From an optimization exercise on the open Yosys and OpenROAD flow, aimed at small area; shortcuts taken in it are not production practice. In this exercise RTL edits were held to simulation tests only and were not proved equivalent to the original. Power figures rest on the tool's default switching activity, not on a simulated workload.

main:
==> flow/design.v <==
module regfile_wb_demux #(
  parameter int DATA_W   = 32,
  parameter int ADDR_W   = 5,
  parameter int ZERO_REG = 0
) (
  input  logic                   clk,
  input  logic                   rst_n,
  input  logic                   reg_write,
  input  logic [ADDR_W-1:0]      wr_addr,
  input  logic [DATA_W-1:0]      wr_data,
  input  logic [ADDR_W-1:0]      rd_addr1,
  input  logic [ADDR_W-1:0]      rd_addr2,
  output logic [DATA_W-1:0]      rd_data1,
  output logic [DATA_W-1:0]      rd_data2,
  output logic [(2**ADDR_W)-1:0] wr_onehot
);
  localparam int DEPTH = 2**ADDR_W;
  logic [DEPTH*DATA_W-1:0] regs;
  logic [DEPTH*DATA_W-1:0] nxt;
  logic [DEPTH-1:0]  valid;
  logic [DEPTH-1:0]  dec, dec_n;
  logic [ADDR_W-1:0] last_addr;
  always_comb begin
    for (int i = 0; i < DEPTH; i++) begin
      dec[i]   = reg_write && (wr_addr == ADDR_W'(i)) && (i != ZERO_REG);
      dec_n[i] = !dec[i];
    end
  end
  for (genvar i = 0; i < DEPTH; i++) begin : g_reg
    if (i == ZERO_REG) begin : g_zero
      assign nxt[i*DATA_W +: DATA_W]  = '0;
      assign regs[i*DATA_W +: DATA_W] = '0;
    end else begin : g_data
      for (genvar b = 0; b < DATA_W; b++) begin : g_bit
        rf_hold u_hold (.en(dec[i]), .en_n(dec_n[i]), .d(wr_data[b]), .q(regs[i*DATA_W+b]), .o(nxt[i*DATA_W+b]));
      end
      always_ff @(posedge clk) regs[i*DATA_W +: DATA_W] <= nxt[i*DATA_W +: DATA_W];
    end
  end
  always_ff @(posedge clk or negedge rst_n) begin
    if (!rst_n) valid <= '0;
    else        valid <= valid | dec;
  end
  always_ff @(posedge clk or negedge rst_n) begin
    if (!rst_n)                                         last_addr <= ADDR_W'(ZERO_REG);
    else if (reg_write && wr_addr != ADDR_W'(ZERO_REG)) last_addr <= wr_addr;
    else                                                last_addr <= ADDR_W'(ZERO_REG);
  end
  always_comb begin
    for (int i = 0; i < DEPTH; i++)
      wr_onehot[i] = (last_addr == ADDR_W'(i)) && (i != ZERO_REG);
  end
  logic [DEPTH-1:0] sel1, sel2;
  always_comb begin
    for (int i = 0; i < DEPTH; i++) begin
      sel1[i] = (rd_addr1 == ADDR_W'(i)) && valid[i] && (i != ZERO_REG);
      sel2[i] = (rd_addr2 == ADDR_W'(i)) && valid[i] && (i != ZERO_REG);
    end
  end
  for (genvar b = 0; b < DATA_W; b++) begin : g_rd
    logic [DEPTH-1:0] col;
    for (genvar i = 0; i < DEPTH; i++) begin : g_col
      assign col[i] = regs[i*DATA_W+b];
    end
    rf_mux32 u_rd1 (.sel(sel1), .d(col), .y(rd_data1[b]));
    rf_mux32 u_rd2 (.sel(sel2), .d(col), .y(rd_data2[b]));
  end
endmodule
module rf_hold (
  input  logic en, en_n, d, q,
  output logic o
);
  assign o = (en & d) | (en_n & q);
endmodule
module rf_aoi222 (
  input  logic a1, b1, a2, b2, a3, b3,
  output logic y
);
  assign y = !((a1 & b1) | (a2 & b2) | (a3 & b3));
endmodule
module rf_nand2 (
  input  logic a, b,
  output logic y
);
  assign y = !(a & b);
endmodule
module rf_nand11 (
  input  logic [10:0] a,
  output logic        y
);
  assign y = !(&a);
endmodule
module rf_mux32 (
  input  logic [31:0] sel,
  input  logic [31:0] d,
  output logic        y
);
  logic [10:0] t;
  for (genvar g = 0; g < 10; g++) begin : g_aoi
    rf_aoi222 u (.a1(sel[3*g+1]), .b1(d[3*g+1]), .a2(sel[3*g+2]), .b2(d[3*g+2]),
                 .a3(sel[3*g+3]), .b3(d[3*g+3]), .y(t[g]));
  end
  rf_nand2 u_last (.a(sel[31]), .b(d[31]), .y(t[10]));
  rf_nand11 u_or (.a(t), .y(y));
endmodule
==> flow/config.mk <==
export PLATFORM = sky130hd
export DESIGN_NAME = regfile_wb_demux
export DESIGN_NICKNAME = regfile_wb_demux
export VERILOG_FILES = /design/flow/design.v
export SDC_FILE = /design/flow/constraint.sdc
export NUM_CORES = 4
export LEC_CHECK = 0
export CAP_MARGIN = 8
export CORE_MARGIN = 2
export CORE_UTILIZATION = 55
export SLEW_MARGIN = 8
export SYNTH_HIERARCHICAL = 1
export SYNTH_MINIMUM_KEEP_SIZE = 0
==> flow/constraint.sdc <==
create_clock -name core_clock -period 6.5 [get_ports {clk}]
set_input_delay 1.3000 -clock core_clock [delete_from_list [all_inputs] [get_ports {clk}]]
set_output_delay 1.3000 -clock core_clock [all_outputs]
set_load 0.01 [all_outputs]
standard.sh (not shown) runs the stock make flow with config.mk's settings and CLKGATE_MAP_FILE= SYNTH_SCRIPT=/design/flow/synth_recipe.tcl, a recipe that flattens the netlist after the stock synthesis.
==> flow/flow/run.sh <==
#!/bin/bash
set -euo pipefail
export BUFFER_PORTS_ARGS="-buffer_cell sky130_fd_sc_hd__buf_1"
export CTS_ARGS="-sink_clustering_enable -repair_clock_nets -dont_use_dummy_load -buf_list sky130_fd_sc_hd__clkbuf_16 -sink_clustering_size 25 -sink_clustering_max_diameter 70"
bash standard.sh > standard_make.log 2>&1
Input changes introduced in the feature branch (baseline for comparison: main):
- CAP_MARGIN: 8 -> 0
- SLEW_MARGIN: 8 -> 0
[summary]
- The feature branch: flow completed, timing, DRC and antenna clean
- The maximum number of pins on one net before global-route repair of main and that of the feature branch are within noise of each other.
- Diff the feature branch..main | total power after layout | unchanged
- The feature branch against main: number of levels the H-tree was split into level, post-layout instance area held steady, switching share of power did not really move.
- From main to the feature branch, setup clock skew after layout did not move at all.
- From main to the feature branch, number of sinks driven by the clock tree did not move at all.
- Worst voltage drop across the vdd grid came out exactly the same in main and the feature branch.
- From the feature branch to main, synthesis-to-finish area growth did not move at all.
- Reported for main and the feature branch, global-route wire length before repair turned out identical to the last digit.
- main -> the feature branch: non-clock buffer count delta 0, exact match

-- port drivers added, routing unchanged --
In the flow no input, the clock included, has a driving cell. The finished layouts below were timed again as built, in two steps. Step 1 sets driving cells, clkbuf_16 on the clock port and buf_2 on the other inputs (assumed; they add their load-dependent delay and slew). Step 2 adds t to the input delays and takes it off the output delays; t is the mean of the earliest and latest rising clock arrival at the registers after step 1. Input paths then give back, and output paths get back, about the clock's delay inside the block. a / b / c = ideal / step 1 / step 2; a / b = the first two.
run | shift t [ns] | setup WS [ns] | slew at the worst register clock pin (ns)
main | 0.713 | 0.631 / 0.611 / 0.611 | 0.10 / 0.10
the feature branch | 0.713 | 0.631 / 0.611 / 0.611 | 0.10 / 0.10
After both steps setup and hold are still met in every run listed.
